This design comes from an exercise in tuning for a short achievable clock period and few clock cycles on the open sky130 flow, not from production work. Only simulation tests tie the RTL to the original design; equivalence was not proved. Power figures rest on the tool's default switching activity, not on a simulated workload.

### flow/config.mk
export PLATFORM = sky130hd
export DESIGN_NAME = dcache
export DESIGN_NICKNAME = dcache
export VERILOG_FILES = /design/flow/design.v
export SDC_FILE = /design/flow/constraint.sdc
export NUM_CORES = 4
export LEC_CHECK = 0
export CAP_MARGIN = 20
export CORE_MARGIN = 2
export CORE_UTILIZATION = 60
export CTS_CLUSTER_DIAMETER = 80
export CTS_CLUSTER_SIZE = 20
export PLACE_DENSITY = 0.7
export SLEW_MARGIN = 20
export SYNTH_HIERARCHICAL = 1
### flow/constraint.sdc
create_clock -name core_clock -period 12.0 [get_ports {clk_i}]
set_input_delay 2.4000 -clock core_clock [delete_from_list [all_inputs] [get_ports {clk_i}]]
set_output_delay 2.4000 -clock core_clock [all_outputs]
set_load 0.01 [all_outputs]
### flow/design.v
`default_nettype none
package dcache_pkg;
    localparam int XLEN           = 32;                      
    localparam int WORDS_PER_LINE = 4;
    localparam int LINE_BITS      = XLEN * WORDS_PER_LINE;   
    localparam int N_WAYS         = 2;                       
    typedef logic [XLEN-1:0]                   word_t;      
    typedef logic [LINE_BITS-1:0]              line_t;      
    typedef logic [XLEN/8-1:0]                 byte_en_t;   
    typedef logic [$clog2(WORDS_PER_LINE)-1:0] offset_t;    
    typedef enum logic [2:0] {
        IDLE,          
        LOOKUP,        
        WRITE_BACK,    
        REFILL,        
        REFILL_DONE    
    } cache_state_t;
    typedef struct packed {
        logic     rw;        
        byte_en_t byte_en;
        word_t    addr;
        word_t    wdata;
    } cpu_req_t;
    typedef struct packed {
        logic  rw;           
        word_t addr;         
        line_t line;         
    } mem_req_t;
endpackage
`default_nettype wire
`timescale 1ns/1ps
`default_nettype none
module tag_match (
    input  logic [24:0]       tag_i,
    input  logic [2:0]        idx_i,
    input  logic [7:0][24:0]  tag0_i,
    input  logic [7:0][24:0]  tag1_i,
    input  logic [7:0]        val0_i,
    input  logic [7:0]        val1_i,
    output logic [1:0]        hit0_o,
    output logic [1:0]        hit1_o
);
    logic [7:0]      sel;
    logic [7:0]      miss0_n, miss1_n;            
    set_decode u_dec (
        .idx_i (idx_i),
        .sel_o (sel)
    );
    for (genvar s = 0; s < 8; s++)
    begin : g_set
        tag_eq u_eq0 (
            .a_i   (tag_i),
            .b_i   (tag0_i[s]),
            .en_i  ({val0_i[s], sel[s]}),
            .ne_o  (miss0_n[s])
        );
        tag_eq u_eq1 (
            .a_i   (tag_i),
            .b_i   (tag1_i[s]),
            .en_i  ({val1_i[s], sel[s]}),
            .ne_o  (miss1_n[s])
        );
    end
    nand4_bank #(.N(4)) u_or (
        .a_i ({miss1_n, miss0_n}),
        .y_o ({hit1_o, hit0_o})
    );
endmodule
module set_decode (
    input  logic [2:0] idx_i,
    output logic [7:0] sel_o
);
    always_comb
        for (int s = 0; s < 8; s++)
            sel_o[s] = idx_i == 3'(s);
endmodule
module tag_eq (
    input  logic [24:0] a_i,
    input  logic [24:0] b_i,
    input  logic [1:0]  en_i,
    output logic        ne_o
);
    logic [26:0] same;
    logic [8:0]  part_n;
    logic [2:0]  part;
    xnor_bank #(.N(25)) u_x (
        .a_i (a_i),
        .b_i (b_i),
        .y_o (same[24:0])
    );
    assign same[26:25] = en_i;
    nand3_bank #(.N(9)) u_l1 (
        .a_i (same),
        .y_o (part_n)
    );
    nor3_bank #(.N(3)) u_l2 (
        .a_i (part_n),
        .y_o (part)
    );
    nand3_bank #(.N(1)) u_l3 (
        .a_i (part),
        .y_o (ne_o)
    );
endmodule
module xnor_bank #(
    parameter int N = 1
) (
    input  logic [N-1:0] a_i,
    input  logic [N-1:0] b_i,
    output logic [N-1:0] y_o
);
    assign y_o = ~(a_i ^ b_i);
endmodule
module nand3_bank #(
    parameter int N = 1
) (
    input  logic [3*N-1:0] a_i,
    output logic [N-1:0]   y_o
);
    always_comb
        for (int j = 0; j < N; j++)
            y_o[j] = ~&a_i[3*j +: 3];
endmodule
module nor3_bank #(
    parameter int N = 1
) (
    input  logic [3*N-1:0] a_i,
    output logic [N-1:0]   y_o
);
    always_comb
        for (int j = 0; j < N; j++)
            y_o[j] = ~|a_i[3*j +: 3];
endmodule
module nand4_bank #(
    parameter int N = 1
) (
    input  logic [4*N-1:0] a_i,
    output logic [N-1:0]   y_o
);
    always_comb
        for (int j = 0; j < N; j++)
            y_o[j] = ~&a_i[4*j +: 4];
endmodule
`default_nettype wire
`timescale 1ns/1ps
`default_nettype none
module word_pick #(
    parameter int W = 32
) (
    input  logic [1:0]    hit1_i,
    input  logic [W-1:0]  word1_i,
    input  logic [W-1:0]  other_i,
    output logic [W-1:0]  word_o
);
    assign word_o = |hit1_i ? word1_i : other_i;
endmodule
`default_nettype wire
`default_nettype none
module word_sel (
    input  logic               lookup_i,
    input  logic [4:0]         addr_i,            
    input  logic [7:0][127:0]  line0_i,
    input  logic [7:0][127:0]  line1_i,
    input  logic [31:0]        fill_i,
    output logic [31:0]        word0_o,
    output logic [31:0]        word1_o
);
    logic [31:0] sel0, sel1;                      
    logic [31:0] fill_n;
    word_decode u_dec0 (
        .en_i   (lookup_i),
        .addr_i (addr_i),
        .sel_o  (sel0)
    );
    word_decode u_dec1 (
        .en_i   (lookup_i),
        .addr_i (addr_i),
        .sel_o  (sel1)
    );
    fill_gate u_fill (
        .lookup_i (lookup_i),
        .fill_i   (fill_i),
        .fill_n_o (fill_n)
    );
    for (genvar b = 0; b < 32; b++)
    begin : g_bit
        logic [31:0] d0, d1;
        for (genvar i = 0; i < 32; i++)
        begin : g_word
            assign d0[i] = line0_i[i/4][(i%4)*32 + b];
            assign d1[i] = line1_i[i/4][(i%4)*32 + b];
        end
        or32_sel u_or0 (.sel_i (sel0), .d_i (d0), .x_n_i (fill_n[b]), .y_o (word0_o[b]));
        or32_sel u_or1 (.sel_i (sel1), .d_i (d1), .x_n_i (fill_n[b]), .y_o (word1_o[b]));
    end
endmodule
module fill_gate (
    input  logic        lookup_i,
    input  logic [31:0] fill_i,
    output logic [31:0] fill_n_o
);
    assign fill_n_o = ~(fill_i & {32{!lookup_i}});
endmodule
module word_decode (
    input  logic        en_i,
    input  logic [4:0]  addr_i,
    output logic [31:0] sel_o
);
    logic [3:0] off_n;
    logic [7:0] set_n;
    predec_off u_off (.en_i (en_i), .a_i (addr_i[1:0]), .y_n_o (off_n));
    predec_set u_set (.a_i (addr_i[4:2]), .y_n_o (set_n));
    always_comb
        for (int i = 0; i < 32; i++)
            sel_o[i] = !(off_n[i%4] || set_n[i/4]);
endmodule
module predec_off (
    input  logic       en_i,
    input  logic [1:0] a_i,
    output logic [3:0] y_n_o
);
    always_comb
        for (int j = 0; j < 4; j++)
            y_n_o[j] = !(en_i && a_i == 2'(j));
endmodule
module predec_set (
    input  logic [2:0] a_i,
    output logic [7:0] y_n_o
);
    always_comb
        for (int k = 0; k < 8; k++)
            y_n_o[k] = a_i != 3'(k);
endmodule
module or32_sel (
    input  logic [31:0] sel_i,
    input  logic [31:0] d_i,
    input  logic        x_n_i,
    output logic        y_o
);
    logic [15:0] pair_n;
    logic [3:0]  quad;
    logic [1:0]  half_n;
    ao22_bank #(.N(16)) u_l1 (.sel_i (sel_i), .d_i (d_i), .y_o (pair_n));
    nand4_bank #(.N(4)) u_l2 (.a_i (pair_n), .y_o (quad));
    nor2_bank  #(.N(2)) u_l3 (.a_i (quad), .y_o (half_n));
    nand3_bank #(.N(1)) u_l4 (.a_i ({x_n_i, half_n}), .y_o (y_o));
endmodule
module ao22_bank #(
    parameter int N = 1
) (
    input  logic [2*N-1:0] sel_i,
    input  logic [2*N-1:0] d_i,
    output logic [N-1:0]   y_o
);
    always_comb
        for (int j = 0; j < N; j++)
            y_o[j] = ~((sel_i[2*j] & d_i[2*j]) | (sel_i[2*j+1] & d_i[2*j+1]));
endmodule
module nor2_bank #(
    parameter int N = 1
) (
    input  logic [2*N-1:0] a_i,
    output logic [N-1:0]   y_o
);
    always_comb
        for (int j = 0; j < N; j++)
            y_o[j] = ~|a_i[2*j +: 2];
endmodule
module nand2_bank #(
    parameter int N = 1
) (
    input  logic [2*N-1:0] a_i,
    output logic [N-1:0]   y_o
);
    always_comb
        for (int j = 0; j < N; j++)
            y_o[j] = ~&a_i[2*j +: 2];
endmodule
`default_nettype wire
`timescale 1ns/1ps
`default_nettype none
module dcache (
    input  logic         clk_i,
    input  logic         rst_i,
    input  logic         p_strobe_i,
    input  logic         p_rw_i,
    input  logic [3:0]   p_byte_en_i,
    input  logic [31:0]  p_addr_i,
    input  logic [31:0]  p_wdata_i,
    output logic         p_ready_o,
    output logic [31:0]  p_rdata_o,
    output logic         m_strobe_o,
    output logic         m_rw_o,
    output logic [31:0]  m_addr_o,
    output logic [127:0] m_data_o,
    input  logic         m_ready_i,
    input  logic [127:0] m_data_i
);
    logic [7:0][127:0] line0_q, line1_q;
    logic [7:0][24:0]  tag0_q, tag1_q;
    logic [7:0]        val0_q, val1_q;
    logic [7:0]        dty0_q, dty1_q;            
    logic [127:0] fill_q;
    always_ff @(posedge clk_i)
        fill_q <= m_data_i;
    logic idle_q;                                 
    logic ready_q;
    logic mstb_q;
    logic mrw_q;
    logic        req_rw_q;
    logic [3:0]  req_be_q;
    logic [31:2] req_addr_q;
    logic [31:0] req_wdata_q;
    logic        first_q;                         
    logic        uslot_q;                         
    logic [7:0]   usel_q;                         
    logic [15:0]  umask_q;                        
    logic [127:0] wb_line_q;
    logic [24:0]  wb_tag_q;
    logic [2:0]   lk_idx;
    logic [1:0]   lk_off;
    logic [24:0]  lk_tag;
    logic         hit0, hit1, hit;
    logic         vdirty;
    logic [31:0]  word0, word1;
    assign lk_idx = p_addr_i[6:4];
    assign lk_off = p_addr_i[3:2];
    assign lk_tag = p_addr_i[31:7];
    logic [1:0]  hit0_h, hit1_h;                 
    logic [31:0] rd_word;
    tag_match u_match (
        .tag_i  (lk_tag),
        .idx_i  (lk_idx),
        .tag0_i (tag0_q),
        .tag1_i (tag1_q),
        .val0_i (val0_q),
        .val1_i (val1_q),
        .hit0_o (hit0_h),
        .hit1_o (hit1_h)
    );
    for (genvar k = 0; k < 4; k++)
    begin : g_pick
        word_pick #(.W(8)) u_pick (
            .hit1_i   (hit1_h),
            .word1_i  (word1[k*8 +: 8]),
            .other_i  (word0[k*8 +: 8]),
            .word_o   (rd_word[k*8 +: 8])
        );
    end
    assign hit0     = |hit0_h;
    assign hit1     = |hit1_h;
    assign hit      = hit0 || hit1;
    assign vdirty   = dty1_q[lk_idx];
    word_sel u_words (
        .lookup_i (idle_q),
        .fill_i  (m_data_i[req_addr_q[3:2]*32 +: 32]),
        .addr_i  (p_addr_i[6:2]),
        .line0_i (line0_q),
        .line1_i (line1_q),
        .word0_o (word0),
        .word1_o (word1)
    );
    always_ff @(posedge clk_i)
    begin
        if (rst_i)
        begin
            idle_q  <= 1'b1;
            first_q <= 1'b0;
            ready_q <= 1'b0;
            mstb_q  <= 1'b0;
        end
        else
        begin
            idle_q  <= ready_q || (idle_q && !p_strobe_i);
            first_q <= idle_q && p_strobe_i;
            ready_q <= (idle_q && p_strobe_i && hit) || (mstb_q && !mrw_q && m_ready_i);
            if (idle_q)
                mstb_q <= p_strobe_i && !hit;
            else if (m_ready_i && !mrw_q)
                mstb_q <= 1'b0;                   
        end
    end
    always_ff @(posedge clk_i)
    begin
        if (idle_q && p_strobe_i)
        begin
            req_rw_q    <= p_rw_i;
            req_be_q    <= p_byte_en_i;
            req_addr_q  <= p_addr_i[31:2];
            req_wdata_q <= p_wdata_i;
            uslot_q     <= hit1;
            wb_line_q   <= line1_q[lk_idx];
            wb_tag_q    <= tag1_q[lk_idx];
            for (int s = 0; s < 8; s++)
                usel_q[s] <= lk_idx == 3'(s);
            for (int k = 0; k < 4; k++)
                for (int b = 0; b < 4; b++)
                    umask_q[k*4+b] <= p_rw_i && p_byte_en_i[b] && lk_off == 2'(k);
        end
    end
    always_ff @(posedge clk_i)
    begin
        if (idle_q)
        begin
            mrw_q          <= vdirty;
            m_addr_o[31:7] <= vdirty ? tag1_q[lk_idx] : lk_tag;
            m_addr_o[6:4]  <= lk_idx;
            m_data_o       <= line1_q[lk_idx];
        end
        else
        begin
            mrw_q          <= mrw_q && !m_ready_i;               
            m_addr_o[31:7] <= (mrw_q && !m_ready_i) ? wb_tag_q : req_addr_q[31:7];
            m_addr_o[6:4]  <= req_addr_q[6:4];
            m_data_o       <= wb_line_q;
        end
    end
    assign m_addr_o[3:0] = 4'h0;
    always_ff @(posedge clk_i)
        p_rdata_o <= rd_word;
    assign p_ready_o  = ready_q;
    assign m_strobe_o = mstb_q;
    assign m_rw_o     = mrw_q;
    logic umiss;
    assign umiss = !first_q;
    always_ff @(posedge clk_i)
    begin
        for (int s = 0; s < 8; s++)
            if (ready_q && usel_q[s])
            begin
                for (int i = 0; i < 16; i++)
                    if (umask_q[i])
                        line0_q[s][i*8 +: 8] <= req_wdata_q[(i%4)*8 +: 8];
                    else if (umiss)
                        line0_q[s][i*8 +: 8] <= fill_q[i*8 +: 8];
                    else if (uslot_q)
                        line0_q[s][i*8 +: 8] <= line1_q[s][i*8 +: 8];
                if (umiss || uslot_q)
                begin
                    line1_q[s] <= line0_q[s];
                    tag1_q[s]  <= tag0_q[s];
                    tag0_q[s]  <= umiss ? req_addr_q[31:7] : tag1_q[s];
                end
            end
    end
    always_ff @(posedge clk_i)
    begin
        if (rst_i)
        begin
            val0_q <= '0;
            val1_q <= '0;
            dty0_q <= '0;
            dty1_q <= '0;
        end
        else
        begin
            for (int s = 0; s < 8; s++)
                if (ready_q && usel_q[s])
                begin
                    val0_q[s] <= 1'b1;
                    dty0_q[s] <= req_rw_q || (!umiss && (uslot_q ? dty1_q[s] : dty0_q[s]));
                    if (umiss || uslot_q)
                    begin
                        val1_q[s] <= val0_q[s];
                        dty1_q[s] <= dty0_q[s];
                    end
                end
        end
    end
endmodule
`default_nettype wire
### flow/flow/run.sh
#!/bin/bash
set -euo pipefail
MARGIN=$(cat flow/setup_margin.txt)
bash standard.sh SETUP_SLACK_MARGIN="$MARGIN" finish > standard_make.log 2>&1
### flow/flow/setup_margin.txt
8.5
### flow/standard.sh
#!/bin/bash
# synth_recipe.tcl (not shown) runs the flow's synth.tcl, then flattens the netlist and writes it again
# the make line also repeats each setting of config.mk as NAME=value (left out here)
make -C /OpenROAD-flow-scripts/flow DESIGN_CONFIG=/design/flow/config.mk WORK_HOME=/design/flow/orfs CLKGATE_MAP_FILE= SYNTH_SCRIPT=/design/flow/synth_recipe.tcl "${@:-finish}"
==> results.json, run 1 <==
{
  "run_status": "finished clean",
  "cellPowerDensity_mw_per_mm2": 131,
  "syn-mean-instance-area_sq_um": 13.9,
  "ir_worst_vdd_uv": 142,
  "cp_data_arrival_time_ns": 1.51,
  "core_area_sq_mm": 0.225,
  "share_of_the_cycle_needed_by_the_critical_path_after_routing": 0.326,
  "ys.flop_type": "sky130_fd_sc_hd__edfxtp_1",
  "layout-area-overhead-vs-synth_pct": 16.2,
  "clkTransAtPathRegs_ns": 0.10,
  "startpoint_type": "flip-flop",
  "grt_start_max_net_pins": 202,
  "setup-violations-final": 0,
  "route.vias.total": 103000,
  "worst-endpoint-required_ns": 9.60,
  "synth-seq-area-share": 0.647,
  "finalHoldViolations": 0,
  "slew_viol_final": 0,
  "route.detailed.wl_per_inst_microns": 42.8,
  "tritoncts_clock_tree": "built",
  "cts_made_buffers": 173,
  "fmaxAchievable_ghz": 0.256,
  "grt_setup_unrepaired": "true",
  "layout.filler_cells": 15100,
  "first_global_vias": 95500,
  "layout_common_cells": "sky130_fd_sc_hd__edfxtp_1, sky130_fd_sc_hd__nand2_1, sky130_fd_sc_hd__a21oi_1",
  "timing.critical_path.slowest_stage_cell": "sky130_fd_sc_hd__dfxtp_4",
  "die-area_sq_mm": 0.230,
  "fin_hold_ws_ns": 0.454,
  "postPlaceCellArea_sq_mm": 0.144,
  "clock_tree.htree_level_count": 4,
  "netlist_area_sq_mm": 0.136,
  "finalClockSkew_ns": 0.0588,
  "drt_first_iter_violations": 20600,
  "synthCells": 9797,
  "netlist.top_cell.by_area": "sky130_fd_sc_hd__edfxtp_1",
  "multi_input_combinational_cell_area_sq_mm": 0.0482,
  "ant_nets": 0,
  "tritoncts_num_sinks": 3042,
  "timing.max_slew.rel_slack": 0.0943,
  "cp_cell_sequence": "buf_6",
  "netlist.area_leader.share": 0.595,
  "first_pass_iters": 13,
  "final_common_cell": "sky130_fd_sc_hd__edfxtp_1",
  "grt_first_pass_wirelength_microns": 765000,
  "end_kind": "primary output",
  "grt_remaining_overflow": 0,
  "finish.net_count": 10700,
  "synth_area_leaders": "sky130_fd_sc_hd__edfxtp_1, sky130_fd_sc_hd__a22oi_2, sky130_fd_sc_hd__mux4_2, sky130_fd_sc_hd__dfxtp_1, sky130_fd_sc_hd__a21oi_1",
  "post-route-min-period_ns": 3.91,
  "dp.final_hpwl_microns": 336000,
  "row_count": 174,
  "min-delay-path-class": "reg2reg",
  "synth-async-reset-ratio": 0,
  "share_of_cells_above_drive_strength_1": 0.293,
  "synth.ff_latch_count": 3042,
  "ctsHoldBuffers": 0,
  "number_of_antenna_violations_at_the_first_check_in_global_routing": 23,
  "place.port_buffers": 389,
  "cp_max_fo": 1,
  "cts_max_path_buffers": 3,
  "grt_util_all_layers": 0.486,
  "die_x_microns": 480,
  "number_of_flops_mapped_to_enable_cells_by_yosys": 2689,
  "setup.worst_path.class": "reg2out",
  "clk_root_buffer_cell": "sky130_fd_sc_hd__clkbuf_16",
  "place.gp.congestion": 0.982,
  "ys_types": 42,
  "fp.dieH_microns": 480,
  "skew_pair_late_insertion_delay_ns": 0.91,
  "drv_cap": 0,
  "io_pins": 396,
  "fin_tns_setup_ns": 0,
  "static_leak_nw": 49.6,
  "ff_latch_area_sq_mm": 0.0881,
  "post-route-drc-count": 0,
  "max_stage_delay_ns": 0.48,
  "path_buf_inv": 1,
  "wl_microns": 583000,
  "route.detailed.vias_per_inst": 7.58,
  "floorplan.initialDensity": 0.604,
  "layout.cell_area.non_filler_sq_mm": 0.158,
  "worstMarginPinSlew_ns": 1.36,
  "path_delay_family": "flip-flops",
  "yosys_warnings": 18
}
[per-module statistics from Yosys (local to each module, per instance), a selection]
module,cells,copies in the design
set_decode,8,1
dcache,7538,1
predec_off,4,2
fill_gate,35,1
predec_set,8,2
word_decode,36,2
[registers in the layout, indices dropped and copies added (netlist names), 32 cells and up]
name,cells
m_data_o,128
tag0_q,200
line0_q,1024
tag1_q,200
line1_q,1024
p_rdata_o,32
wb_line_q,128
req_wdata_q,32
fill_q,128
[routing by layer]
layer | global-route usage | up-vias | share of wire
met2 | 0.661 | 11000 | 0.40
li1 | - | 38900 | -
met5 | 0.0209 | - | 0.0016
met1 | 0.594 | 50300 | 0.31
met3 | 0.214 | 3091 | 0.18
met4 | 0.401 | 22 | 0.11
[area by class of cell]
type | instances | share of cell area
clock buffer | 309 | 0.0322
inverter | 6 | 0.000230
timing repair inverter | 1 | 0.0000317
multi-input combinational | 6275 | 0.306
tap | 2992 | 0.0237
clock inverter | 16 | 0.00106
antenna | 19 | 0.000301
sequential | 3042 | 0.558
timing repair buffer | 972 | 0.0782
[where the power goes]
part           internal [mW]  switching [mW]  leakage [nW]  total [mW]
clock network           2.92            3.62          2.50        6.54
logic                  0.878            1.40          19.8        2.28
registers               11.7           0.168          27.3        11.9
total                   15.5            5.19          49.6        20.7
[worst paths after layout]
kind | startpoint | to | slack, ns | cells after the start
setup reg to reg | idle_q | p_rdata_o[15] | 8.42 | 9
setup / recovery | m_data_o[126] | m_data_o[126] | 8.09 | 1
hold / removal | line0_q[628] | line1_q[628] | 0.45 | 0
hold reg to reg | line0_q[628] | line1_q[628] | 0.45 | 0
[kinds of logic after synthesis]
logic type      count (synthesis)  synth area share
buf+inv                       484            0.0148
simple gates                 3043            0.0980
compound gates               2297             0.142
mux                           530            0.0720
xor+xnor                      400            0.0258
flops                        3042             0.647
other cells                     1         0.0000276
[per-stage QoR]
step	util	setup WS (ns)	total power [mW]	std cells
after floorplan	-	5.55	13.2	9800
after global placement	0.642	5.17	14.0	12900
after detailed placement	0.642	5.15	14.0	12900
after CTS	0.690	8.14	20.5	13500
after global routing	0.701	8.10	21.1	13600
final	0.701	8.09	20.7	13600
[cells in the mapped netlist, drive strengths merged (10+ instances only)]
library cell and instances:
o21ai 25, a221o 25, mux2 191, mux4 338, nand3 230, buf 254
a22oi 1024, nor2 752, clkbuf 224, xnor2 400, nor2b 131, nand4 260
nand3b 10, edfxtp 2689, nor3 55, a21oi 1210, nand2b 37, nand2 1527
dfxtp 353
[timing repair]
| action | in CTS | in global routing |
|---|---|---|
| resized for setup | 1692 | 257 |
| setup buffers | 184 | 80 |
| setup endpoints to repair | 2237 | 1005 |
| hold endpoints to repair | 0 | 0 |
| gates cloned | 60 | 25 |
| pin swaps | 146 | 119 |
Testbench counts, summed over its fixed seeds: cycles 140,813.
==> run 2, diff against run 1 <==
--- a/flow/design.v
+++ b/flow/design.v
@@ -166,16 +166,19 @@
     output logic [31:0]        word1_o
 );
-    logic [31:0] sel0, sel1;                      
+    logic [1:0][31:0] sel0, sel1;                 
+    for (genvar h = 0; h < 2; h++)
+    begin : g_dec
+        word_decode u_dec0 (
+            .en_i   (lookup_i),
+            .addr_i (addr_i),
+            .sel_o  (sel0[h])
+        );
+        word_decode u_dec1 (
+            .en_i   (lookup_i),
+            .addr_i (addr_i),
+            .sel_o  (sel1[h])
+        );
+    end
     logic [31:0] fill_n;
-    word_decode u_dec0 (
-        .en_i   (lookup_i),
-        .addr_i (addr_i),
-        .sel_o  (sel0)
-    );
-    word_decode u_dec1 (
-        .en_i   (lookup_i),
-        .addr_i (addr_i),
-        .sel_o  (sel1)
-    );
     fill_gate u_fill (
         .lookup_i (lookup_i),
@@ -191,6 +194,6 @@
             assign d1[i] = line1_i[i/4][(i%4)*32 + b];
         end
-        or32_sel u_or0 (.sel_i (sel0), .d_i (d0), .x_n_i (fill_n[b]), .y_o (word0_o[b]));
-        or32_sel u_or1 (.sel_i (sel1), .d_i (d1), .x_n_i (fill_n[b]), .y_o (word1_o[b]));
+        or32_sel u_or0 (.sel_i (sel0[b/16]), .d_i (d0), .x_n_i (fill_n[b]), .y_o (word0_o[b]));
+        or32_sel u_or1 (.sel_i (sel1[b/16]), .d_i (d1), .x_n_i (fill_n[b]), .y_o (word1_o[b]));
     end
 endmodule
==> run 2 against run 1 <==
  * Still clean
  * Clock skew fell by 0.021 ns
  * Power rose by 1.1%
  * Via count rose by 1.3%
  * Core utilization rose by 2.1 points
  * Worst setup slack got worse by 0.34 ns
  * Combinational power rose by 6%
  * Clock power rose by 1%
  * Synthesized cell count rose by 0.98%
==> results.json, run 2 <==
{
  "run_status": "finished clean",
  "finish.net_count": 11100,
  "cp_max_fo": 16,
  "grt_util_all_layers": 0.494,
  "worst-endpoint-required_ns": 12.79,
  "post-route-drc-count": 0,
  "p_sw_frac": 0.251,
  "post-route-min-period_ns": 4.26,
  "tritoncts_num_sinks": 3042,
  "number_of_antenna_violations_at_the_first_check_in_global_routing": 22,
  "ir_worst_vdd_uv": 196,
  "critical_path.startpoint": "p_addr_i[4]",
  "synth_top_family_by_area": "compound AO/OA/AOI/OAI gates",
  "timing.max_slew.rel_slack": 0.115,
  "fin_tns_setup_ns": 0,
  "io_pins": 396,
  "grt_start_max_net_pins": 213,
  "static_leak_nw": 52.3,
  "post_synth_mux_area_share": 0.0717,
  "finalClockSkew_ns": 0.0379,
  "grt_first_pass_wirelength_microns": 780000,
  "cellPowerDensity_mw_per_mm2": 129,
  "number_of_flops_mapped_to_enable_cells_by_yosys": 2689,
  "die_x_microns": 481,
  "final_common_cell": "sky130_fd_sc_hd__edfxtp_1",
  "min-delay-path-class": "reg2reg",
  "layout_common_cells": "sky130_fd_sc_hd__edfxtp_1, sky130_fd_sc_hd__nand2_1, sky130_fd_sc_hd__a21oi_1",
  "p_switching_mw": 5.25,
  "grt_remaining_overflow": 0,
  "layout_top_registers": "line0_q: 1024 flops, line1_q: 1024 flops",
  "layout-area-overhead-vs-synth_pct": 19.5,
  "first_pass_iters": 6,
  "end_kind": "flip-flop",
  "cts_max_path_buffers": 3,
  "slew_viol_final": 0,
  "netlist.area_leader.share": 0.593,
  "setup.worst_path.class": "in2reg",
  "ys_top_cells_by_count": "sky130_fd_sc_hd__edfxtp_1, sky130_fd_sc_hd__nand2_1, sky130_fd_sc_hd__a21oi_1, sky130_fd_sc_hd__a22oi_2, sky130_fd_sc_hd__nor2_1",
  "fp.dieH_microns": 481,
  "route.vias.total": 105000,
  "netlist_area_sq_mm": 0.136,
  "cp-endpoint": "p_rdata_o[24]",
  "place.port_buffers": 389,
  "syn-mean-instance-area_sq_um": 13.8,
  "post_place_setup_slack_ns": 5.03,
  "synthMostInstantiatedCell": "sky130_fd_sc_hd__edfxtp_1",
  "ant_nets": 0,
  "post_synthesis_xor_xnor_area_fraction": 0.0257,
  "clock_tree.htree_level_count": 4,
  "first_global_vias": 98900,
  "post_synth_and_or_nand_nor_area_fraction": 0.101,
  "tritoncts_clock_tree": "built",
  "startpoint_type": "input port",
  "core_area_sq_mm": 0.225,
  "power.internal_mw": 15.7,
  "finalHoldViolations": 0,
  "dp.final_hpwl_microns": 358000,
  "setup_slack_ns": 7.74,
  "floorplan.initialDensity": 0.605,
  "place.gp.congestion": 1.01,
  "grt_setup_unrepaired": "true",
  "skew_pair_late_insertion_delay_ns": 0.92,
  "wl_microns": 587000,
  "crit-reg2reg-launch": "idle_q",
  "part_of_the_total_power_dissipated_in_combinational_logic": 0.115,
  "worst_r2r_path_depth": 9,
  "share_clk_of_total_power": 0.315,
  "drt_first_iter_violations": 18800,
  "clkTransAtPathRegs_ns": 0.09,
  "ctsHoldBuffers": 0,
  "route.detailed.wl_per_inst_microns": 41.7,
  "share_of_cells_above_drive_strength_1": 0.311,
  "netlist.top_cell.by_area": "sky130_fd_sc_hd__edfxtp_1",
  "synth_area_leaders": "sky130_fd_sc_hd__edfxtp_1, sky130_fd_sc_hd__a22oi_2, sky130_fd_sc_hd__mux4_2, sky130_fd_sc_hd__dfxtp_1, sky130_fd_sc_hd__a21oi_1",
  "cp_data_arrival_time_ns": 5.05,
  "row_count": 174,
  "fin_hold_ws_ns": 0.459,
  "ys.flop_type": "sky130_fd_sc_hd__edfxtp_1",
  "critical_path.reg2reg.endpoint": "p_rdata_o[13]",
  "worstMarginPinSlew_ns": 1.33,
  "share_of_the_cycle_needed_by_the_critical_path_after_routing": 0.355,
  "ff2ff_setup_slack_ns": 8.27,
  "fmaxAchievable_ghz": 0.235,
  "fin_cells": 14100,
  "synthCells": 9893,
  "number_of_cells_in_the_design_after_placement": 13000,
  "synth_compound_area_frac": 0.142,
  "ys_types": 42,
  "post_synth_fa_ha_maj_area_fraction": 0,
  "clk_root_buffer_cell": "sky130_fd_sc_hd__clkbuf_16",
  "yosys_warnings": 18,
  "drv_cap": 0,
  "cts_made_buffers": 174,
  "synth.ff_latch_count": 3042,
  "pwr-share-seq": 0.570,
  "setup-violations-final": 0,
  "die-area_sq_mm": 0.231,
  "synth-async-reset-ratio": 0,
  "synth-seq-area-share": 0.645,
  "route.detailed.vias_per_inst": 7.42
}
run 2: cell families after synthesis:
family | count (synthesis)
other | 1
AOI/OAI and AO/OA | 2297
xor gates and xnor gates | 400
muxes | 530
and+or+nand+nor | 3131
DFF | 3042
buffers and inverters | 492
run 2: final cells by class:
cell class	count	area (sq um)
clock buffers	309	5200
clock inverters	19	161
well taps	2992	3740
multi-input cells	6363	48900
fillers	14800	62500
flip-flops and latches	3042	88100
inverters	6	36.3
diodes	14	35.0
repair buffers	1346	16700
run 2: worst max-delay path, stage by stage:
cell	delay, ns
sky130_fd_sc_hd__buf_16	0.14
sky130_fd_sc_hd__buf_16	0.19
sky130_fd_sc_hd__buf_16	0.14
sky130_fd_sc_hd__buf_4	0.13
sky130_fd_sc_hd__nand3_2	0.18
sky130_fd_sc_hd__nor2_2	0.08
sky130_fd_sc_hd__buf_6	0.23
sky130_fd_sc_hd__a22oi_2	0.73
sky130_fd_sc_hd__nand4_1	0.20
sky130_fd_sc_hd__nor2_1	0.18
sky130_fd_sc_hd__nand3_1	0.09
sky130_fd_sc_hd__mux2_4	0.29
run 2: what timing repair did:
action / CTS / global route
endpoints found under the hold margin: 0 / 0
cloned: 61 / 19
pin swaps: 236 / 135
setup buffers: 475 / 156
setup endpoints to repair: 1123 / 686
gates resized for setup: 1499 / 178
run 2: how the worst min path moves through the flow:
| stage | startpoint | depth (start not counted) | endpoint |
|---|---|---|---|
| 4_1_cts | tag0_q[139] | 0 | tag1_q[139] |
| 6_report | tag0_q[139] | 0 | tag1_q[139] |
| 3_3_place_gp | dty0_q[0] | 2 | dty1_q[0] |
| 3_5_place_dp | line0_q[983] | 0 | line1_q[983] |
| 2_1_floorplan | dty0_q[0] | 2 | dty1_q[0] |
| 5_1_grt | line0_q[93] | 0 | line1_q[93] |
run 2: power by group through the flow:
stage	clock (mW)	sequential, mW	combinational (mW)
floorplan	0	12.1	1.10
global placement	0	12.1	1.92
detailed placement	0	12.1	1.95
CTS	6.55	11.9	2.20
global route	6.92	11.9	2.47
finish	6.61	11.9	2.41
run 2: routing by layer:
layer  global-route usage  vias to the layer above  share of wire
met3                0.174                     2786           0.15
met2                0.703                    10400           0.42
met1                0.604                    51500           0.32
met5                    0                        -        0.00038
met4                0.419                       18           0.11
li1                     -                    39900              -
run 2: metrics by stage:
| step | cell area (sq um) | total power, mW | utilization |
|---|---|---|---|
| after floorplan | 138000 | 13.2 | - |
| after global placement | 145000 | 14.1 | 0.644 |
| after detailed placement | 145000 | 14.1 | 0.645 |
| after CTS | 160000 | 20.7 | 0.711 |
| after global routing | 163000 | 21.3 | 0.722 |
| final | 163000 | 21.0 | 0.723 |
run 2: Yosys stat by module, one instance, submodules excluded, a selection:
module / cells inside / flops+latches
predec_off: 4 / 0
set_decode: 8 / 0
predec_set: 8 / 0
fill_gate: 35 / 0
word_decode: 36 / 0
dcache: 7538 / 3042
Testbench counts of run 2, summed over its fixed seeds: cycles 140,813.
==> run 3, diff against run 2 <==
==> flow/flow/run.sh (replaced) <==
#!/bin/bash
set -euo pipefail
MARGIN=$(cat flow/setup_margin.txt)
R=orfs/results/sky130hd/dcache/base
bash standard.sh SETUP_SLACK_MARGIN="$MARGIN" place > standard_place.log 2>&1
ODB_IN=$R/3_place.odb ODB_OUT=$R/3_place.odb openroad -no_init -exit flow/move_outbufs.tcl > move_outbufs.log 2>&1
bash standard.sh SETUP_SLACK_MARGIN="$MARGIN" finish > standard_finish.log 2>&1
==> flow/flow/move_outbufs.tcl (new file) <==
# Move each output port's buffer next to the flip-flop that drives it, so the
# flip-flop drives a short wire and the buffer drives the long one to the pin.
read_db $::env(ODB_IN)
set block [ord::get_db_block]
set moved 0
foreach bterm [$block getBTerms] {
  if {[$bterm getIoType] != "OUTPUT"} { continue }
  set net [$bterm getNet]
  if {$net == "NULL"} { continue }
  set buf ""
  foreach it [$net getITerms] { if {[$it isOutputSignal]} { set buf [$it getInst] } }
  if {$buf == ""} { continue }
  if {![string match "*buf*" [[$buf getMaster] getName]]} { continue }
  set innet ""
  foreach it [$buf getITerms] { if {[$it isInputSignal]} { set innet [$it getNet] } }
  if {$innet == "" || $innet == "NULL"} { continue }
  set drv ""
  set nload 0
  foreach it [$innet getITerms] {
    if {[$it isOutputSignal]} { set drv [$it getInst] } else { incr nload }
  }
  if {$drv == "" || $nload != 1} { continue }
  if {![string match "*__df*" [[$drv getMaster] getName]]} { continue }
  set loc [$drv getLocation]
  $buf setLocation [lindex $loc 0] [lindex $loc 1]
  incr moved
}
puts "moved $moved output buffers"
detailed_placement
check_placement -verbose
write_db $::env(ODB_OUT)
==> run 3 against run 2 <==
  * Core utilization about the same
  * Die area unchanged
  * Still clean
  * Fmax decreased by 2.9%
==> results.json, run 3 <==
{
  "row_count": 174,
  "first_global_vias": 98900,
  "max_stage_delay_ns": 0.69,
  "wl_microns": 588000,
  "setup.worst_path.class": "in2reg",
  "fmaxAchievable_ghz": 0.228,
  "layout_common_cells": "sky130_fd_sc_hd__edfxtp_1, sky130_fd_sc_hd__nand2_1, sky130_fd_sc_hd__a21oi_1",
  "multi_input_combinational_cell_area_sq_mm": 0.0491,
  "worstMarginPinSlew_ns": 1.33,
  "route.detailed.vias_per_inst": 7.40,
  "grt_start_max_net_pins": 213,
  "layout-area-overhead-vs-synth_pct": 19.5,
  "syn-mean-instance-area_sq_um": 13.8,
  "cts_max_path_buffers": 3,
  "ant_nets": 0,
  "synthCells": 9893,
  "grt_remaining_overflow": 0,
  "ys_top_cells_by_count": "sky130_fd_sc_hd__edfxtp_1, sky130_fd_sc_hd__nand2_1, sky130_fd_sc_hd__a21oi_1, sky130_fd_sc_hd__a22oi_2, sky130_fd_sc_hd__nor2_1",
  "route.detailed.wl_per_inst_microns": 41.8,
  "synthMostInstantiatedCell": "sky130_fd_sc_hd__edfxtp_1",
  "grt_setup_unrepaired": "true",
  "dp.final_hpwl_microns": 358000,
  "layout.filler_cells": 14700,
  "grt_first_pass_wirelength_microns": 780000,
  "tritoncts_num_sinks": 3042,
  "share_of_cells_above_drive_strength_1": 0.316,
  "finish.net_count": 11100,
  "ys.flop_type": "sky130_fd_sc_hd__edfxtp_1",
  "clk_root_buffer_cell": "sky130_fd_sc_hd__clkbuf_16",
  "finalHoldViolations": 0,
  "yosys_warnings": 18,
  "setup-violations-final": 0,
  "cellPowerDensity_mw_per_mm2": 128,
  "die-area_sq_mm": 0.231,
  "synth.ff_latch_count": 3042,
  "post-route-drc-count": 0,
  "layout_top_registers": "line0_q: 1024 flops, line1_q: 1024 flops",
  "postPlaceCellArea_sq_mm": 0.145,
  "final_common_cell": "sky130_fd_sc_hd__edfxtp_1",
  "drv_cap": 0,
  "fin_tns_setup_ns": 0,
  "worst-endpoint-required_ns": 12.76,
  "ff_latch_area_sq_mm": 0.0880,
  "slew_viol_final": 0,
  "timing.max_slew.rel_slack": 0.111,
  "post-route-min-period_ns": 4.39,
  "finalClockSkew_ns": 0.0331,
  "timing.critical_path.slowest_stage_cell": "sky130_fd_sc_hd__a22oi_2",
  "place.port_buffers": 389,
  "synth-seq-area-share": 0.645,
  "end_kind": "flip-flop",
  "setup_slack_ns": 7.61,
  "grt_util_all_layers": 0.493,
  "synth-async-reset-ratio": 0,
  "place.gp.congestion": 1.01,
  "netlist.top_cell.by_area": "sky130_fd_sc_hd__edfxtp_1",
  "cts_made_buffers": 173,
  "cp_data_arrival_time_ns": 5.14,
  "clkTransAtPathRegs_ns": 0.10,
  "worst_r2r_path_depth": 5,
  "static_leak_nw": 52.3,
  "die_x_microns": 481,
  "netlist_area_sq_mm": 0.136,
  "io_pins": 396,
  "core_area_sq_mm": 0.225,
  "fin_hold_ws_ns": 0.464,
  "number_of_cells_in_the_design_after_placement": 13000,
  "floorplan.initialDensity": 0.605,
  "total_power_mw": 20.9,
  "cp_cell_sequence": "buf_4 > buf_12 > nand3b_1 > buf_4 > nor2_4 > buf_12 > a22oi_2 > nand4_1 > nor2_1 > nand3_1 > mux2_4",
  "min_delay_path_depth": 0,
  "fp.dieH_microns": 481,
  "number_of_flops_mapped_to_enable_cells_by_yosys": 2689,
  "fin_cells": 14100,
  "post_place_setup_slack_ns": 5.03,
  "number_of_antenna_violations_at_the_first_check_in_global_routing": 19,
  "clock_tree.htree_level_count": 4,
  "first_pass_iters": 9,
  "route.vias.total": 104000,
  "share_of_the_cycle_needed_by_the_critical_path_after_routing": 0.365,
  "startpoint_type": "input port",
  "layout.cell_area.non_filler_sq_mm": 0.163,
  "drt_first_iter_violations": 18400,
  "tritoncts_clock_tree": "built",
  "skew_pair_late_insertion_delay_ns": 0.90,
  "run_status": "finished clean",
  "ys_types": 42,
  "cp_max_fo": 11,
  "synth_area_leaders": "sky130_fd_sc_hd__edfxtp_1, sky130_fd_sc_hd__a22oi_2, sky130_fd_sc_hd__mux4_2, sky130_fd_sc_hd__dfxtp_1, sky130_fd_sc_hd__a21oi_1",
  "final_util": 0.723,
  "netlist.area_leader.share": 0.593,
  "ir_worst_vdd_uv": 182,
  "min-delay-path-class": "reg2reg"
}
run 3: cell counts after synthesis:
No cell type changed its count.
run 3: cells by family after synthesis:
logic type	share of synthesized area
AOI/OAI and AO/OA	0.142
xor gates and xnor gates	0.0257
buffers and inverters	0.0154
DFF	0.645
muxes	0.0717
other	0.0000275
and+or+nand+nor	0.101
run 3: modules after synthesis (local to each module, per instance), excerpt:
module / cells inside / flip-flops and latches / area [sq um] / copies in the design
predec_off: 4 / 0 / 28.8 / 4
fill_gate: 35 / 0 / 215 / 1
dcache: 7538 / 3042 / 115000 / 1
set_decode: 8 / 0 / 65.1 / 1
predec_set: 8 / 0 / 60.1 / 4
word_decode: 36 / 0 / 165 / 4
run 3: final timing paths:
path | start | endpoint | slack [ns]
setup / recovery | p_addr_i[2] | p_rdata_o[13] | 7.61
hold / removal | line0_q[960] | line1_q[960] | 0.46
setup reg to reg | first_q | line0_q[814] | 8.52
hold reg to reg | line0_q[960] | line1_q[960] | 0.46
run 3: where the power goes:
group | leakage (nW) | internal, mW | switching (mW)
combinational | 22.5 | 0.982 | 1.47
sequential | 27.3 | 11.7 | 0.172
clock | 2.54 | 2.98 | 3.58
run 3: repair_timing:
action                      CTS  global route
setup endpoints to repair  1135           824
resized for setup          1601           266
setup buffers               492           118
cloned                       53            23
pin swaps                   255           215
hold buffers                  0             0
run 3: final cells by class:
type / instances / area share
Clock buffer: 308 / 0.0316
Clock inverter: 16 / 0.00109
Antenna cell: 11 / 0.000169
Sequential cell: 3042 / 0.541
Timing Repair Buffer: 1320 / 0.102
Multi-Input combinational cell: 6363 / 0.301
Tap cell: 2992 / 0.0230
Inverter: 6 / 0.000223
run 3: metal layers:
layer,vias up,track usage,share of wire
met5,-,0.00290,0.00047
met2,10200,0.700,0.41
met4,18,0.427,0.11
met3,2757,0.163,0.15
met1,51200,0.606,0.32
li1,39800,-,-
run 3: worst max-delay path, delay by kind of cell:
family | cells | cell delay (ns)
compound gates | 1 | 0.69
simple gates | 5 | 0.85
mux | 1 | 0.33
buf+inv | 4 | 0.83
==> run 4, diff against run 3 <==
--- a/flow/config.mk
+++ b/flow/config.mk
@@ -8,8 +8,8 @@
 export CAP_MARGIN = 20
 export CORE_MARGIN = 2
-export CORE_UTILIZATION = 60
+export CORE_UTILIZATION = 50
 export CTS_CLUSTER_DIAMETER = 80
 export CTS_CLUSTER_SIZE = 20
-export PLACE_DENSITY = 0.7
+export PLACE_DENSITY = 0.6
 export SLEW_MARGIN = 20
 export SYNTH_HIERARCHICAL = 1
==> run 4 against run 3 <==
  * Worst setup slack gained 0.46 ns
  * First-iteration DRC count down 11%
  * Sequential cell count stayed put
  * Global-route usage is 7.9 points lower
  * Still clean
  * Routed wire length rose by 1.1%
  * Highest routed layer unchanged
  * Critical endpoint is now p_rdata_o[24]
  * Core utilization shrank 12 points
  * Critical path depth rose by 1
  * Area after synthesis did not move
==> results.json, run 4 <==
{
  "static_leak_nw": 52.4,
  "hold_start": "line0_q[687]",
  "layout_top_registers": "line0_q: 1024 flops, line1_q: 1024 flops",
  "synth-seq-area-share": 0.645,
  "number_of_flops_mapped_to_enable_cells_by_yosys": 2689,
  "core_area_sq_mm": 0.271,
  "drv_cap": 0,
  "synthMostInstantiatedCell": "sky130_fd_sc_hd__edfxtp_1",
  "fmaxAchievable_ghz": 0.255,
  "part_of_the_total_power_dissipated_in_combinational_logic": 0.117,
  "grt_start_max_net_pins": 185,
  "fin_tns_setup_ns": 0,
  "timing.critical_path.slowest_stage_cell": "sky130_fd_sc_hd__a22oi_2",
  "worst-endpoint-required_ns": 12.82,
  "first_pass_iters": 9,
  "number_of_antenna_violations_at_the_first_check_in_global_routing": 18,
  "die-area_sq_mm": 0.277,
  "finalClockSkew_ns": 0.0494,
  "wl_microns": 594000,
  "setup-violations-final": 0,
  "share_clk_of_total_power": 0.322,
  "drt_first_iter_violations": 16400,
  "die_x_microns": 526,
  "power.internal_mw": 15.9,
  "layout_common_cells": "sky130_fd_sc_hd__edfxtp_1, sky130_fd_sc_hd__nand2_1, sky130_fd_sc_hd__a21oi_1",
  "cp_common_cell": "sky130_fd_sc_hd__buf_16",
  "critical_path.reg2reg.endpoint": "line1_q[177]",
  "timing.max_slew.rel_slack": 0.157,
  "crit-reg2reg-launch": "uslot_q",
  "final_util": 0.604,
  "grt_util_all_layers": 0.414,
  "min_delay_path_depth": 0,
  "grt_setup_unrepaired": "true",
  "clkTransAtPathRegs_ns": 0.09,
  "cts_made_buffers": 182,
  "grt_first_pass_wirelength_microns": 789000,
  "skew_pair_late_insertion_delay_ns": 0.93,
  "p_sw_frac": 0.252,
  "finalHoldViolations": 0,
  "post-route-drc-count": 0,
  "synth.ff_latch_count": 3042,
  "syn-mean-instance-area_sq_um": 13.8,
  "synth_area_leaders": "sky130_fd_sc_hd__edfxtp_1, sky130_fd_sc_hd__a22oi_2, sky130_fd_sc_hd__mux4_2, sky130_fd_sc_hd__dfxtp_1, sky130_fd_sc_hd__a21oi_1",
  "ctsHoldBuffers": 0,
  "tritoncts_clock_tree": "built",
  "share_of_cells_above_drive_strength_1": 0.319,
  "route.vias.total": 101000,
  "layout-area-overhead-vs-synth_pct": 20.1,
  "cts_max_path_buffers": 4,
  "ant_nets": 0,
  "synth-async-reset-ratio": 0,
  "clock_tree.htree_level_count": 4,
  "first_global_vias": 96800,
  "worstMarginPinSlew_ns": 1.26,
  "max_stage_delay_ns": 0.43,
  "ys_top_cells_by_count": "sky130_fd_sc_hd__edfxtp_1, sky130_fd_sc_hd__nand2_1, sky130_fd_sc_hd__a21oi_1, sky130_fd_sc_hd__a22oi_2, sky130_fd_sc_hd__nor2_1",
  "post-route-min-period_ns": 3.93,
  "row_count": 191,
  "netlist_area_sq_mm": 0.136,
  "slew_viol_final": 0,
  "tritoncts_num_sinks": 3042,
  "cellPowerDensity_mw_per_mm2": 130,
  "cp_max_fo": 9,
  "route.detailed.wl_per_inst_microns": 40.6,
  "cp_cell_sequence": "buf_16 > buf_16 > buf_16 > nand3b_1 > buf_4 > nor2_4 > buf_12 > a22oi_2 > nand4_1 > nor2_1 > nand3_1 > mux2_4",
  "ir_worst_vdd_uv": 119,
  "finish.net_count": 11100,
  "place.gp.congestion": 0.987,
  "ys.flop_type": "sky130_fd_sc_hd__edfxtp_1",
  "route.detailed.vias_per_inst": 6.93,
  "ff2ff_setup_slack_ns": 8.46,
  "fp.dieH_microns": 526,
  "end_kind": "flip-flop",
  "io_pins": 396,
  "dp.final_hpwl_microns": 372000,
  "yosys_warnings": 18,
  "netlist.top_cell.by_area": "sky130_fd_sc_hd__edfxtp_1",
  "startpoint_type": "input port",
  "final_common_cell": "sky130_fd_sc_hd__edfxtp_1",
  "clk_root_buffer_cell": "sky130_fd_sc_hd__clkbuf_16",
  "netlist.area_leader.share": 0.593,
  "ys_types": 42,
  "pwr-share-seq": 0.561,
  "whs_endpoint": "line1_q[687]",
  "p_switching_mw": 5.34,
  "grt_remaining_overflow": 0,
  "place.port_buffers": 389,
  "run_status": "finished clean",
  "synthCells": 9893,
  "min-delay-path-class": "reg2reg",
  "share_of_the_cycle_needed_by_the_critical_path_after_routing": 0.327,
  "setup.worst_path.class": "in2reg",
  "layout.filler_cells": 21000,
  "cp_data_arrival_time_ns": 4.75,
  "floorplan.initialDensity": 0.503,
  "worst_r2r_path_depth": 5
}
==> run 4: cell types whose count changed in the layout (fill, tap and decap cells not counted), sizes merged, moves of 2 or more <==
| cell | delta |
|---|---|
| buf | -33 |
| bufbuf | +3 |
| clkbuf | +2 |
| clkdlybuf4s15 | +11 |
| clkinv | +5 |
| diode | -3 |
| inv | +7 |
==> run 4: metal layers <==
layer | up-vias | global-route usage | wire length [microns]
li1 | 39800 | - | -
met2 | 8293 | 0.606 | 255000
met3 | 2019 | 0.108 | 74300
met1 | 51300 | 0.523 | 206000
met5 | - | 0.00693 | 351
met4 | 14 | 0.325 | 58900
==> run 4: critical path, delay by kind of cell <==
family / cells / cell delay [ns]
AO/OA/AOI/OAI: 1 / 0.43
buffers and inverters: 5 / 0.83
AND/OR/NAND/NOR: 5 / 0.78
multiplexers: 1 / 0.26
==> run 4: power groups by stage <==
stage                     clock network [mW]  logic (mW)  registers (mW)
final                                   6.82        2.48            11.9
after floorplan                            0        1.10            12.1
after global routing                    7.19        2.56            11.9
after detailed placement                   0        1.98            12.1
after CTS                               6.84        2.29            11.9
after global placement                     0        1.95            12.1
==> run 4: through the flow <==
stage	setup WS [ns]	instance area (sq um)	hold WS [ns]	cells	total power, mW
2_1_floorplan	5.55	138000	0.442	9896	13.2
6_report	8.07	164000	0.448	14600	21.2
4_1_cts	8.14	161000	0.450	14500	21.0
3_3_place_gp	5.21	146000	0.447	13600	14.1
5_1_grt	7.92	164000	0.458	14600	21.7
3_5_place_dp	5.22	146000	0.454	13600	14.1
==> run 4: how the worst max path moves through the flow <==
stage,startpoint,endpoint,slack [ns],depth (start not counted)
floorplan,p_strobe_i,req_addr_q[10],5.55,2
global placement,p_addr_i[4],p_rdata_o[19],5.21,10
detailed placement,p_addr_i[4],p_rdata_o[19],5.22,10
CTS,m_data_o[96],m_data_o[96],8.14,1
global route,p_addr_i[4],p_rdata_o[24],7.92,12
finish,p_addr_i[4],p_rdata_o[24],8.07,12
==> run 4: final cells by class <==
type                       count  area (sq um)  share of cell area
clock buffer                 303          5300              0.0324
sequential                  3042         88000               0.538
multi-input combinational   6364         48900               0.299
inverter                       6          36.3            0.000222
antenna                        8          20.0            0.000122
timing repair buffer        1308         16600               0.101
clock inverter                29           283             0.00173
tap                         3570          4470              0.0273
timing repair inverter         1          5.00           0.0000306
==> run 4: Yosys stat by module, one instance, submodules excluded, excerpt <==
module       flip-flops and latches  copies in the design  cells  cell area, sq um
dcache                         3042                     1   7538            115000
fill_gate                         0                     1     35               215
word_decode                       0                     4     36               165
set_decode                        0                     1      8              65.1
predec_set                        0                     4      8              60.1
predec_off                        0                     4      4              28.8
==> run 4: timing repair <==
item	in CTS	in global routing
endpoints found under the setup margin	1095	610
gates cloned	63	24
gates resized for setup	1554	302
pin swaps	253	125
buffers inserted	505	66
==> run 4: cells by family after synthesis <==
group	share of synthesized area
AO/OA/AOI/OAI	0.142
XOR/XNOR	0.0257
buffers and inverters	0.0154
flip-flops	0.645
multiplexers	0.0717
other	0.0000275
AND/OR/NAND/NOR	0.101
==> run 5, diff against run 4 <==
--- a/flow/design.v
+++ b/flow/design.v
@@ -166,19 +166,16 @@
     output logic [31:0]        word1_o
 );
-    logic [1:0][31:0] sel0, sel1;                 
-    for (genvar h = 0; h < 2; h++)
-    begin : g_dec
-        word_decode u_dec0 (
-            .en_i   (lookup_i),
-            .addr_i (addr_i),
-            .sel_o  (sel0[h])
-        );
-        word_decode u_dec1 (
-            .en_i   (lookup_i),
-            .addr_i (addr_i),
-            .sel_o  (sel1[h])
-        );
-    end
+    logic [31:0] sel0, sel1;                      
     logic [31:0] fill_n;
+    word_decode u_dec0 (
+        .en_i   (lookup_i),
+        .addr_i (addr_i),
+        .sel_o  (sel0)
+    );
+    word_decode u_dec1 (
+        .en_i   (lookup_i),
+        .addr_i (addr_i),
+        .sel_o  (sel1)
+    );
     fill_gate u_fill (
         .lookup_i (lookup_i),
@@ -194,6 +191,6 @@
             assign d1[i] = line1_i[i/4][(i%4)*32 + b];
         end
-        or32_sel u_or0 (.sel_i (sel0[b/16]), .d_i (d0), .x_n_i (fill_n[b]), .y_o (word0_o[b]));
-        or32_sel u_or1 (.sel_i (sel1[b/16]), .d_i (d1), .x_n_i (fill_n[b]), .y_o (word1_o[b]));
+        or32_sel u_or0 (.sel_i (sel0), .d_i (d0), .x_n_i (fill_n[b]), .y_o (word0_o[b]));
+        or32_sel u_or1 (.sel_i (sel1), .d_i (d1), .x_n_i (fill_n[b]), .y_o (word1_o[b]));
     end
 endmodule
--- a/flow/config.mk
+++ b/flow/config.mk
@@ -8,8 +8,8 @@
 export CAP_MARGIN = 20
 export CORE_MARGIN = 2
-export CORE_UTILIZATION = 50
+export CORE_UTILIZATION = 60
 export CTS_CLUSTER_DIAMETER = 80
 export CTS_CLUSTER_SIZE = 20
-export PLACE_DENSITY = 0.6
+export PLACE_DENSITY = 0.7
 export SLEW_MARGIN = 20
 export SYNTH_HIERARCHICAL = 1
==> run 5 against run 4 <==
  * Largest power group unchanged
  * Cell count shrank 6.8%
  * Critical path type unchanged
  * Still clean
  * Highest routed layer unchanged
  * Largest cell class unchanged
  * Critical endpoint is now p_rdata_o[27]
  * Critical path depth grew 1
  * Clock power shrank 4.3%
  * Routed wire length shrank 1.2%
==> results.json, run 5 <==
{
  "run_status": "finished clean",
  "post-route-min-period_ns": 3.95,
  "synth-async-reset-ratio": 0,
  "grt_util_all_layers": 0.492,
  "share_of_cells_above_drive_strength_1": 0.298,
  "hold_start": "line0_q[651]",
  "finalHoldViolations": 0,
  "setup_slack_ns": 8.05,
  "static_leak_nw": 49.8,
  "tritoncts_clock_tree": "built",
  "setup.worst_path.class": "in2reg",
  "wl_microns": 587000,
  "layout_top_registers": "line0_q: 1024 flops, line1_q: 1024 flops",
  "number_of_antenna_violations_at_the_first_check_in_global_routing": 27,
  "drt_first_iter_violations": 19900,
  "end_kind": "flip-flop",
  "slew_viol_final": 0,
  "row_count": 174,
  "netlist_area_sq_mm": 0.136,
  "grt_start_max_net_pins": 202,
  "path_buf_inv": 6,
  "ff2ff_setup_slack_ns": 8.27,
  "io_pins": 396,
  "share_of_the_cycle_needed_by_the_critical_path_after_routing": 0.329,
  "cp_cell_sequence": "buf_16 > buf_12 > buf_16 > or3b_4 > buf_12 > nor2_4 > buf_4 > buf_6 > a22oi_2 > nand4_1 > nor2_2 > nand3_1 > mux2_4",
  "die_x_microns": 480,
  "ctsHoldBuffers": 0,
  "cp_data_arrival_time_ns": 4.80,
  "setup-violations-final": 0,
  "cts_max_path_buffers": 3,
  "critical_path.reg2reg.endpoint": "line0_q[467]",
  "skew_pair_late_insertion_delay_ns": 0.94,
  "max_stage_delay_ns": 0.45,
  "die-area_sq_mm": 0.230,
  "min_delay_path_depth": 0,
  "number_of_flops_mapped_to_enable_cells_by_yosys": 2689,
  "dp.final_hpwl_microns": 336000,
  "core_area_sq_mm": 0.225,
  "synthCells": 9797,
  "clock_tree.htree_level_count": 4,
  "layout_common_cells": "sky130_fd_sc_hd__edfxtp_1, sky130_fd_sc_hd__nand2_1, sky130_fd_sc_hd__a21oi_1",
  "synth.ff_latch_count": 3042,
  "place.port_buffers": 389,
  "netlist.area_leader.share": 0.595,
  "cp_max_fo": 6,
  "route.vias.total": 104000,
  "fp.dieH_microns": 480,
  "syn-mean-instance-area_sq_um": 13.9,
  "ys_types": 42,
  "layout-area-overhead-vs-synth_pct": 16.7,
  "synth_area_leaders": "sky130_fd_sc_hd__edfxtp_1, sky130_fd_sc_hd__a22oi_2, sky130_fd_sc_hd__mux4_2, sky130_fd_sc_hd__dfxtp_1, sky130_fd_sc_hd__a21oi_1",
  "layout.filler_cells": 15000,
  "clkTransAtPathRegs_ns": 0.09,
  "route.detailed.wl_per_inst_microns": 43.1,
  "clk_root_buffer_cell": "sky130_fd_sc_hd__clkbuf_16",
  "grt_setup_unrepaired": "true",
  "ir_worst_vdd_uv": 170,
  "first_pass_iters": 13,
  "worstMarginPinSlew_ns": 1.40,
  "min-delay-path-class": "reg2reg",
  "grt_first_pass_wirelength_microns": 773000,
  "startpoint_type": "input port",
  "netlist.top_cell.by_area": "sky130_fd_sc_hd__edfxtp_1",
  "worst_r2r_path_depth": 4,
  "ant_nets": 0,
  "ys_top_cells_by_count": "sky130_fd_sc_hd__edfxtp_1, sky130_fd_sc_hd__nand2_1, sky130_fd_sc_hd__a21oi_1, sky130_fd_sc_hd__a22oi_2, sky130_fd_sc_hd__nor2_1",
  "finalClockSkew_ns": 0.0534,
  "first_global_vias": 95800,
  "cts_made_buffers": 173,
  "post-route-drc-count": 0,
  "finish.net_count": 10700,
  "fmaxAchievable_ghz": 0.253,
  "tritoncts_num_sinks": 3042,
  "synthMostInstantiatedCell": "sky130_fd_sc_hd__edfxtp_1",
  "worst-endpoint-required_ns": 12.85,
  "final_common_cell": "sky130_fd_sc_hd__edfxtp_1",
  "cellPowerDensity_mw_per_mm2": 131,
  "whs_endpoint": "line1_q[651]",
  "yosys_warnings": 18,
  "floorplan.initialDensity": 0.604,
  "grt_remaining_overflow": 0,
  "crit-reg2reg-launch": "first_q",
  "route.detailed.vias_per_inst": 7.60,
  "fin_hold_ws_ns": 0.452,
  "post_place_setup_slack_ns": 5.15,
  "timing.critical_path.slowest_stage_cell": "sky130_fd_sc_hd__or3b_4",
  "timing.max_slew.rel_slack": 0.0630,
  "fin_tns_setup_ns": 0,
  "synth-seq-area-share": 0.647,
  "ys.flop_type": "sky130_fd_sc_hd__edfxtp_1",
  "place.gp.congestion": 0.982,
  "path_delay_family": "buffers and inverters",
  "drv_cap": 0
}
==> run 5: routing by layer <==
metal | up-vias | routed length, microns | track usage
met5 | - | 809 | 0.0166
met1 | 50600 | 182000 | 0.602
met3 | 3156 | 104000 | 0.218
met4 | 28 | 66600 | 0.414
met2 | 10900 | 234000 | 0.664
li1 | 38800 | - | -
==> run 5: metrics by stage <==
step                instances  area [sq um]  utilization  total power, mW
detailed placement      12900        144000        0.642             14.0
finish                  13600        158000        0.704             20.8
CTS                     13500        156000        0.695             20.5
global route            13600        158000        0.704             21.1
floorplan                9800        137000            -             13.2
global placement        12900        144000        0.642             14.0
==> run 5: worst register-to-register path, delay by kind of cell (launching register included) <==
kind | cells | cell delay, ns
buffers and inverters | 1 | 0.46
and+or+nand+nor | 3 | 2.15
DFF | 1 | 0.71
==> run 5: kinds of logic (layout without fill, tap and decap cells) <==
kind of cell           count (synthesis)  count (layout)  synth area share
XOR/XNOR                             400             400            0.0258
flip-flops                          3042            3042             0.647
buffers and inverters                484            1300            0.0148
AND/OR/NAND/NOR                     3043            3045            0.0980
multiplexers                         530             530            0.0720
AO/OA/AOI/OAI                       2297            2297             0.142
other                                  1              27         0.0000276
==> run 5: worst max path at each step <==
stage	start	to	slack, ns	depth (start not counted)
CTS	m_data_o[56]	m_data_o[56]	8.16	1
global placement	p_addr_i[4]	p_rdata_o[13]	5.17	10
floorplan	p_strobe_i	req_addr_q[10]	5.55	2
detailed placement	p_addr_i[4]	p_rdata_o[31]	5.15	10
global route	p_addr_i[4]	p_rdata_o[24]	8.14	13
finish	p_addr_i[4]	p_rdata_o[27]	8.05	13
==> run 5: per-module statistics from Yosys (local to each module, per instance), excerpt <==
module       cells inside  copies in the design  cell area, sq um  flops+latches
dcache               7538                     1            115000           3042
fill_gate              35                     1               215              0
predec_off              4                     2              28.8              0
predec_set              8                     2              60.1              0
set_decode              8                     1              65.1              0
word_decode            36                     2               165              0
==> run 5: area by class of cell <==
type                       count  area [sq um]  share of cell area
sequential                  3042         88000               0.556
multi-input combinational   6276         48300               0.305
timing repair buffer         970         12900              0.0818
clock buffer                 307          5140              0.0324
tap                         2992          3740              0.0236
clock inverter                16           144            0.000908
antenna                       23          57.6            0.000363
inverter                       6          36.3            0.000229
timing repair inverter         1          5.00           0.0000316
==> run 5: report_power, final <==
group / switching [mW] / internal, mW / leakage (nW)
Combinational: 1.45 / 0.908 / 20.0
Sequential: 0.147 / 11.7 / 27.3
Clock: 3.58 / 2.95 / 2.54
Total: 5.17 / 15.6 / 49.8
==> run 5: what timing repair did <==
item                       4_1_cts  5_1_grt
setup endpoints to repair     2242     1117
gates resized for setup       1848      282
pin swaps                      176       95
setup buffers                  203       50
cloned                          70       23
Testbench counts of run 5, summed over its fixed seeds: cycles 140,813.
==> run 6, diff against run 5 <==
--- a/flow/config.mk
+++ b/flow/config.mk
@@ -8,8 +8,8 @@
 export CAP_MARGIN = 20
 export CORE_MARGIN = 2
-export CORE_UTILIZATION = 60
+export CORE_UTILIZATION = 50
 export CTS_CLUSTER_DIAMETER = 80
 export CTS_CLUSTER_SIZE = 20
-export PLACE_DENSITY = 0.7
+export PLACE_DENSITY = 0.6
 export SLEW_MARGIN = 20
 export SYNTH_HIERARCHICAL = 1
==> run 6 against run 5 <==
  * Still clean on timing, DRC and antenna
  * Routed wire length increased by 1.2%
  * Sequential cell count is the same
  * Non-clock buffer count rose by 6
  * Core utilization decreased by 12 points
  * Hold slack hardly changed
  * Critical endpoint is now p_rdata_o[17]
==> results.json, run 6 <==
{
  "run_status": "finished clean",
  "place.port_buffers": 389,
  "yosys_warnings": 18,
  "route.vias.total": 100000,
  "skew_pair_late_insertion_delay_ns": 0.95,
  "setup_slack_ns": 8.15,
  "first_pass_iters": 7,
  "number_of_flops_mapped_to_enable_cells_by_yosys": 2689,
  "number_of_antenna_violations_at_the_first_check_in_global_routing": 16,
  "synth-async-reset-ratio": 0,
  "synthCells": 9797,
  "core_area_sq_mm": 0.271,
  "ys_top_cells_by_count": "sky130_fd_sc_hd__edfxtp_1, sky130_fd_sc_hd__nand2_1, sky130_fd_sc_hd__a21oi_1, sky130_fd_sc_hd__a22oi_2, sky130_fd_sc_hd__nor2_1",
  "syn-mean-instance-area_sq_um": 13.9,
  "layout.cell_area.non_filler_sq_mm": 0.158,
  "setup-violations-final": 0,
  "route.detailed.wl_per_inst_microns": 41.8,
  "synth_area_leaders": "sky130_fd_sc_hd__edfxtp_1, sky130_fd_sc_hd__a22oi_2, sky130_fd_sc_hd__mux4_2, sky130_fd_sc_hd__dfxtp_1, sky130_fd_sc_hd__a21oi_1",
  "clk_root_buffer_cell": "sky130_fd_sc_hd__clkbuf_16",
  "setup.worst_path.class": "in2reg",
  "startpoint_type": "input port",
  "fin_hold_ws_ns": 0.452,
  "ant_nets": 0,
  "ff_latch_area_sq_mm": 0.0880,
  "cellPowerDensity_mw_per_mm2": 132,
  "min-delay-path-class": "reg2reg",
  "critical_path.reg2reg.endpoint": "p_rdata_o[17]",
  "fin_tns_setup_ns": 0,
  "route.detailed.vias_per_inst": 7.04,
  "route.met3.wl_microns": 85200,
  "ff2ff_setup_slack_ns": 8.38,
  "netlist.area_leader.share": 0.595,
  "postPlaceCellArea_sq_mm": 0.145,
  "wl_microns": 594000,
  "dp.final_hpwl_microns": 351000,
  "grt_remaining_overflow": 0,
  "tritoncts_clock_tree": "built",
  "layout_common_cells": "sky130_fd_sc_hd__edfxtp_1, sky130_fd_sc_hd__nand2_1, sky130_fd_sc_hd__a21oi_1",
  "cp_max_fo": 12,
  "worst-endpoint-required_ns": 12.84,
  "worst_r2r_path_depth": 11,
  "min_delay_path_depth": 0,
  "wl_met2_microns": 251000,
  "hold_start": "tag0_q[76]",
  "layout.filler_cells": 21400,
  "finalHoldViolations": 0,
  "final_util": 0.586,
  "synth-seq-area-share": 0.647,
  "post-route-min-period_ns": 3.85,
  "crit-reg2reg-launch": "idle_q",
  "final_common_cell": "sky130_fd_sc_hd__edfxtp_1",
  "fmaxAchievable_ghz": 0.260,
  "grt_setup_unrepaired": "true",
  "synthMostInstantiatedCell": "sky130_fd_sc_hd__edfxtp_1",
  "cts_made_buffers": 181,
  "timing.max_slew.rel_slack": 0.0862,
  "ys_types": 42,
  "share_of_the_cycle_needed_by_the_critical_path_after_routing": 0.320,
  "place.gp.congestion": 0.970,
  "cp_data_arrival_time_ns": 4.69,
  "tritoncts_num_sinks": 3042,
  "multi_input_combinational_cell_area_sq_mm": 0.0478,
  "fp.dieH_microns": 525,
  "clkTransAtPathRegs_ns": 0.08,
  "number_of_cells_in_the_design_after_placement": 13600,
  "synth.ff_latch_count": 3042,
  "drv_cap": 0,
  "static_leak_nw": 49.6,
  "route.top_layer_used": "met5",
  "io_pins": 396,
  "fin_cells": 14200
}
[run 6: layer usage]
| layer | GRT usage | vias to the layer above |
|---|---|---|
| met4 | 0.325 | 14 |
| met2 | 0.598 | 8635 |
| met1 | 0.508 | 50300 |
| li1 | - | 38800 |
| met5 | 0.00121 | - |
| met3 | 0.138 | 2288 |
[run 6: how the worst max path moves through the flow]
stage / depth (start not counted) / end / slack [ns] / startpoint
global placement: 10 / p_rdata_o[7] / 4.97 / p_addr_i[5]
floorplan: 2 / req_addr_q[10] / 5.55 / p_strobe_i
global route: 1 / m_data_o[39] / 8.17 / m_data_o[39]
CTS: 1 / m_data_o[39] / 8.15 / m_data_o[39]
finish: 12 / p_rdata_o[17] / 8.15 / p_addr_i[2]
detailed placement: 10 / p_rdata_o[31] / 4.98 / p_addr_i[5]
[run 6: kinds of logic after synthesis]
family / synth area share
and+or+nand+nor: 0.0980
xor gates and xnor gates: 0.0258
DFF: 0.647
muxes: 0.0720
AOI/OAI and AO/OA: 0.142
buffers and inverters: 0.0148
other: 0.0000276
[run 6: modules after synthesis, one instance, submodules excluded, excerpt]
module / cell area (sq um) / copies in the design
dcache: 115000 / 1
predec_set: 60.1 / 2
fill_gate: 215 / 1
word_decode: 165 / 2
set_decode: 65.1 / 1
predec_off: 28.8 / 2
[run 6: layout make-up]
cell class	count	share of cell area
repair inverters	1	0.0000316
flip-flops and latches	3042	0.556
diodes	13	0.000205
clock buffers	293	0.0322
multi-input cells	6277	0.301
clock inverters	36	0.00247
repair buffers	976	0.0797
inverters	6	0.000229
well taps	3570	0.0282
[run 6: critical path, cell delays in order]
cell and delay, ns:
sky130_fd_sc_hd__buf_12 0.12, sky130_fd_sc_hd__buf_12 0.14, sky130_fd_sc_hd__nand3b_1 0.20, sky130_fd_sc_hd__buf_6 0.20
sky130_fd_sc_hd__buf_12 0.14, sky130_fd_sc_hd__nor2_4 0.25, sky130_fd_sc_hd__buf_4 0.51, sky130_fd_sc_hd__a22oi_2 0.25
sky130_fd_sc_hd__nand4_1 0.15, sky130_fd_sc_hd__nor2_1 0.05, sky130_fd_sc_hd__nand3_1 0.06, sky130_fd_sc_hd__mux2_2 0.19
[run 6: timing repair]
action | 4_1_cts | 5_1_grt
pin swaps | 108 | 73
resized for setup | 1779 | 258
cloned | 62 | 23
setup buffers | 176 | 57
endpoints found under the setup margin | 1799 | 966
hold buffers | 0 | 0
[run 6: power breakdown]
| part | leakage, nW | internal [mW] | total (mW) | switching [mW] |
|---|---|---|---|---|
| clock network | 2.63 | 3.05 | 6.78 | 3.73 |
| logic | 19.7 | 0.879 | 2.29 | 1.41 |
| registers | 27.3 | 11.7 | 11.9 | 0.150 |
| total | 49.6 | 15.7 | 21.0 | 5.29 |

-- port drivers added, routing unchanged --
Ports are ideal in the flow. The routed layouts listed here were re-timed in OpenROAD.
Step 1 assumes that a clkbuf_16 drives the clock port and a buf_2 every other input.
Step 2 also shifts input and output timing later by t, the mid clock arrival at the registers, as if the neighbouring blocks saw the same clock.
a / b / c = ideal / step 1 / step 2; a / b = the first two.
run | t, ns | setup WS [ns]
run 1 | 0.983 | 8.086 / 7.821 / 6.838
run 2 | 1.008 | 7.742 / 7.489 / 6.481
run 3 | 0.991 | 7.615 / 7.425 / 6.434
run 4 | 1.014 | 8.072 / 7.818 / 6.804
run 5 | 1.017 | 8.054 / 7.761 / 6.744
run 6 | 1.014 | 8.154 / 7.932 / 6.918
After both steps every run listed still meets setup and hold.
